Source: an optimization exercise on an open RTL-to-GDS flow (aim: small area). Production flows keep margins and buffers that such runs may drop.
Where RTL was checked, it was by simulation tests only, not by an equivalence proof against the original.

Setup of onyx:
==> flow/design.v <==
module apb_slave_mem #(
    parameter logic [31:0] BASE_ADDR   = 32'h8000_0000,
    parameter int unsigned WAIT_CYCLES = 1
) (
    input  logic            clk,
    input  logic            rst,
    input  logic            psel,
    input  logic            penable,
    input  logic            pwrite,
    input  logic [31:0]     paddr,
    input  logic [31:0]     pwdata,
    output logic [31:0]     prdata,
    output logic            pready,
    output logic            pslverr,
    output logic [15:0]     xfer_cnt,
    output logic            fsm_state
);
    localparam logic [3:0] WAIT_LD = 4'(WAIT_CYCLES);
    logic        state_q;
    logic        ready_q;
    logic        err_q;
    logic [31:0] rdata_q;
    logic [5:0]  idx_q;
    logic        hit_q;
    logic        write_q;
    logic [31:0] wdata_q;
    logic        setup, complete, wait_done, ready_nx, state_nx;
    logic        setup_hit;
    logic        rd_hit;
    logic [5:0]  rd_idx;
    logic [31:0] rd_word;
    assign setup_hit = (paddr[31:8] == BASE_ADDR[31:8]);
    assign pready    = ready_q;
    assign pslverr   = err_q;
    assign prdata    = rdata_q;
    assign fsm_state = state_q;
    assign setup    = !state_q && psel && !penable;
    assign complete = state_q && psel && ready_q && penable;
    generate
        if (WAIT_LD > 4'd1) begin : g_wait
            logic [3:0] cnt_q;
            always_ff @(posedge clk) begin
                if (rst) cnt_q <= '0;
                else if (setup) cnt_q <= WAIT_LD;
                else if (state_q && (!psel || (!ready_q && cnt_q <= 4'd1))) cnt_q <= '0;
                else if (state_q && !ready_q) cnt_q <= cnt_q - 4'd1;
            end
            assign wait_done = (cnt_q <= 4'd1);
        end else begin : g_nowait
            assign wait_done = 1'b1;
        end
    endgenerate
    always_comb begin
        if (rst) begin
            state_nx = 1'b0;
            ready_nx = 1'b0;
        end else if (!state_q) begin
            state_nx = psel && !penable;
            ready_nx = (WAIT_LD == 4'd0) && psel && !penable;
        end else begin
            state_nx = psel && !(ready_q && penable);
            ready_nx = psel && !(ready_q && penable) && (ready_q || wait_done);
        end
    end
    assign rd_idx = (WAIT_LD == 4'd0 && !state_q) ? paddr[7:2] : idx_q;
    assign rd_hit = (WAIT_LD == 4'd0 && !state_q) ? (setup_hit && !pwrite) : (hit_q && !write_q);
    always_ff @(posedge clk) begin
        if (rst) begin
            state_q  <= 1'b0;
            xfer_cnt <= '0;
        end else begin
            state_q  <= state_nx;
            if (complete) xfer_cnt <= xfer_cnt + 16'd1;
        end
        ready_q <= ready_nx;
        err_q   <= ready_nx && !((WAIT_LD == 4'd0 && !state_q) ? setup_hit : hit_q);
        rdata_q <= (ready_nx && rd_hit) ? rd_word : '0;
        if (!state_q) begin
            idx_q   <= paddr[7:2];
            hit_q   <= setup_hit;
            write_q <= pwrite;
            wdata_q <= pwdata;
        end
    end
    logic        mem_we;
    logic [31:0] mem_wd;
    logic [31:0] rows [64];
    assign mem_we = complete && write_q && hit_q;
    assign mem_wd = rst ? 32'd0 : wdata_q;
    genvar gi;
    generate
        for (gi = 0; gi < 64; gi++) begin : g_row
            logic        en;
            logic [31:0] q;
            assign en = rst || (mem_we && idx_q == 6'(gi));
            always_ff @(posedge clk) q <= q ^ ({32{en}} & (q ^ mem_wd));
            assign rows[gi] = q;
        end
    endgenerate
    logic [63:0] rd_sel;
    always_comb begin
        for (int r = 0; r < 64; r++) rd_sel[r] = (rd_idx == 6'(r));
        rd_word = '0;
        for (int r = 0; r < 64; r++) rd_word = rd_word | (rows[r] & {32{rd_sel[r]}});
    end
endmodule
Settings: LEC_CHECK=0, CAP_MARGIN=20, CORE_MARGIN=2, CORE_UTILIZATION=70, CTS_CLUSTER_DIAMETER=60, CTS_CLUSTER_SIZE=30, SLEW_MARGIN=20; clock period 5.0 ns.
run.sh (not shown) runs the stock make flow with config.mk's settings and CLKGATE_MAP_FILE= SYNTH_SCRIPT=/design/flow/synth_recipe.tcl, a recipe that flattens the netlist after the stock synthesis.
onyx finished every stage and its layout cleared the timing, design-rule and antenna checks.
Input-level comparison between raven and onyx:
Settings: CTS_CLUSTER_DIAMETER: 60 -> unset; CORE_UTILIZATION: 70 -> 40; CTS_CLUSTER_SIZE: 30 -> unset.
Findings:
The final non-filler cell total number comes out higher for raven vs onyx. Compared to onyx, raven has routed wire length per instance about 9% lower. raven against onyx: number of filler cells placed in the layout rose by 10200; final critical path time including I/O delays and setup fell by 0.050 ns.
No functional check of the RTL was part of any run of this note.

---

## oak
apb_slave_mem, a different RTL version from the one above (not shown whole).
Size in the first run: about 4,400 cells after synthesis, roughly 120 I/O pins, about 62,000 um2 of cells after synthesis.
## apb_slave_mem
module apb_slave_mem #(
    parameter logic [31:0] BASE_ADDR   = 32'h8000_0000,
    parameter int unsigned WAIT_CYCLES = 1
) (
    input  logic            clk,
    input  logic            rst,
    input  logic            psel,
    input  logic            penable,
    input  logic            pwrite,
    input  logic [31:0]     paddr,
    input  logic [31:0]     pwdata,
    output logic [31:0]     prdata,
    output logic            pready,
    output logic            pslverr,
    output logic [15:0]     xfer_cnt,
    output logic            fsm_state
);
clock: 5.0 ns
lec_check: 0
cap_margin: 20
core_margin: 2
core_utilization: 66
slew_margin: 20
synth_hierarchical: 1
standard.sh (not shown) runs the stock make flow with config.mk's settings and CLKGATE_MAP_FILE= SYNTH_SCRIPT=/design/flow/synth_recipe.tcl, a recipe that flattens the netlist after the stock synthesis.
==> flow/flow/run.sh <==
#!/bin/bash
# Own layout flow: the standard ORFS flow (standard.sh), with
#  - clock tree synthesis without dummy loads and with larger sink clusters,
#  - the smallest buffer on the input and output ports.
# Every tool's output goes to flow_*.log in this folder (ORFS's own per-step logs stay under orfs/logs).
set -euo pipefail
export CTS_ARGS="-sink_clustering_enable -repair_clock_nets -dont_use_dummy_load -sink_clustering_size 28 -sink_clustering_max_diameter 120 -buf_list sky130_fd_sc_hd__clkbuf_16"
export BUFFER_PORTS_ARGS="-buffer_cell sky130_fd_sc_hd__buf_1"
bash standard.sh > flow_standard.log 2>&1
oak reached the end of the flow, and the finished layout is clean on the timing, design-rule and antenna checks.
Edits applied to the flow inputs when going from oak to pine:
# oak
export LEC_CHECK = 0
export CAP_MARGIN = 20
export CORE_MARGIN = 2
export CORE_UTILIZATION = 66
export SLEW_MARGIN = 20
export SYNTH_HIERARCHICAL = 1
create_clock -name core_clock -period 5.0 [get_ports {clk}]
# pine
export LEC_CHECK = 0
export CAP_MARGIN = 20
export CORE_MARGIN = 2
export CORE_UTILIZATION = 60
export SLEW_MARGIN = 20
export SYNTH_HIERARCHICAL = 1
create_clock -name core_clock -period 5.0 [get_ports {clk}]
Findings:
Of pine and oak, it is pine that has the lower worst setup slack after placement. pine vs. oak: final cell area excluding filler cells increased 0.45%; count of non-CTS buffers in the layout increased 1; worst-margin pin slew decreased 0.064 ns; routed length per instance decreased about 1%. Run comparison: pine critical path launch point pos_q[0]$_DFF_P_; oak critical path launch point pos_q[2]$_DFF_P_. [compare] base=oak new=pine: cell count after placement went up 130; sequential share of layout area went down 0.29 points; placed standard-cell area went up 0.55%; layout overhead on the synthesized area went up 0.49 points; final worst-path setup slack went down 0.041 ns. Highest achievable clock rate is lower on pine.

## static timing again, ports no longer ideal
No port has a modelled driver above. Below, the same layouts with a new extraction and two added sets of constraints.
Step 1: set_driving_cell puts a clkbuf_16 on clk and a buf_2 on each other input, an assumption about the parent block.
Step 2, shift: input delay + t, output delay - t, t = (earliest + latest rising clock arrival at the registers) / 2. This alone moves slack from input paths to output paths.
Three values: ideal ports, drivers, drivers and shift; two values: the first two.
run | t, ns | setup WS [ns] | hold WS [ns] | worst data-port slew with drivers (ns)
onyx | 0.855 | 0.629 / 0.629 / 0.629 | 0.468 / 0.468 / 0.468 | 0.05
raven | 0.934 | 0.679 / 0.679 / 0.449 | 0.460 / 0.460 / 0.460 | 0.05
oak | 0.752 | 0.787 / 0.787 / 0.391 | 0.284 / 0.284 / 0.284 | 0.05
pine | 0.761 | 0.746 / 0.746 / 0.315 | 0.306 / 0.306 / 0.306 | 0.06
After both steps setup and hold are still met in every run listed. For pine, which loses most, drivers alone change the setup slack by 0.000 ns; drivers and shift together by -0.431 ns.
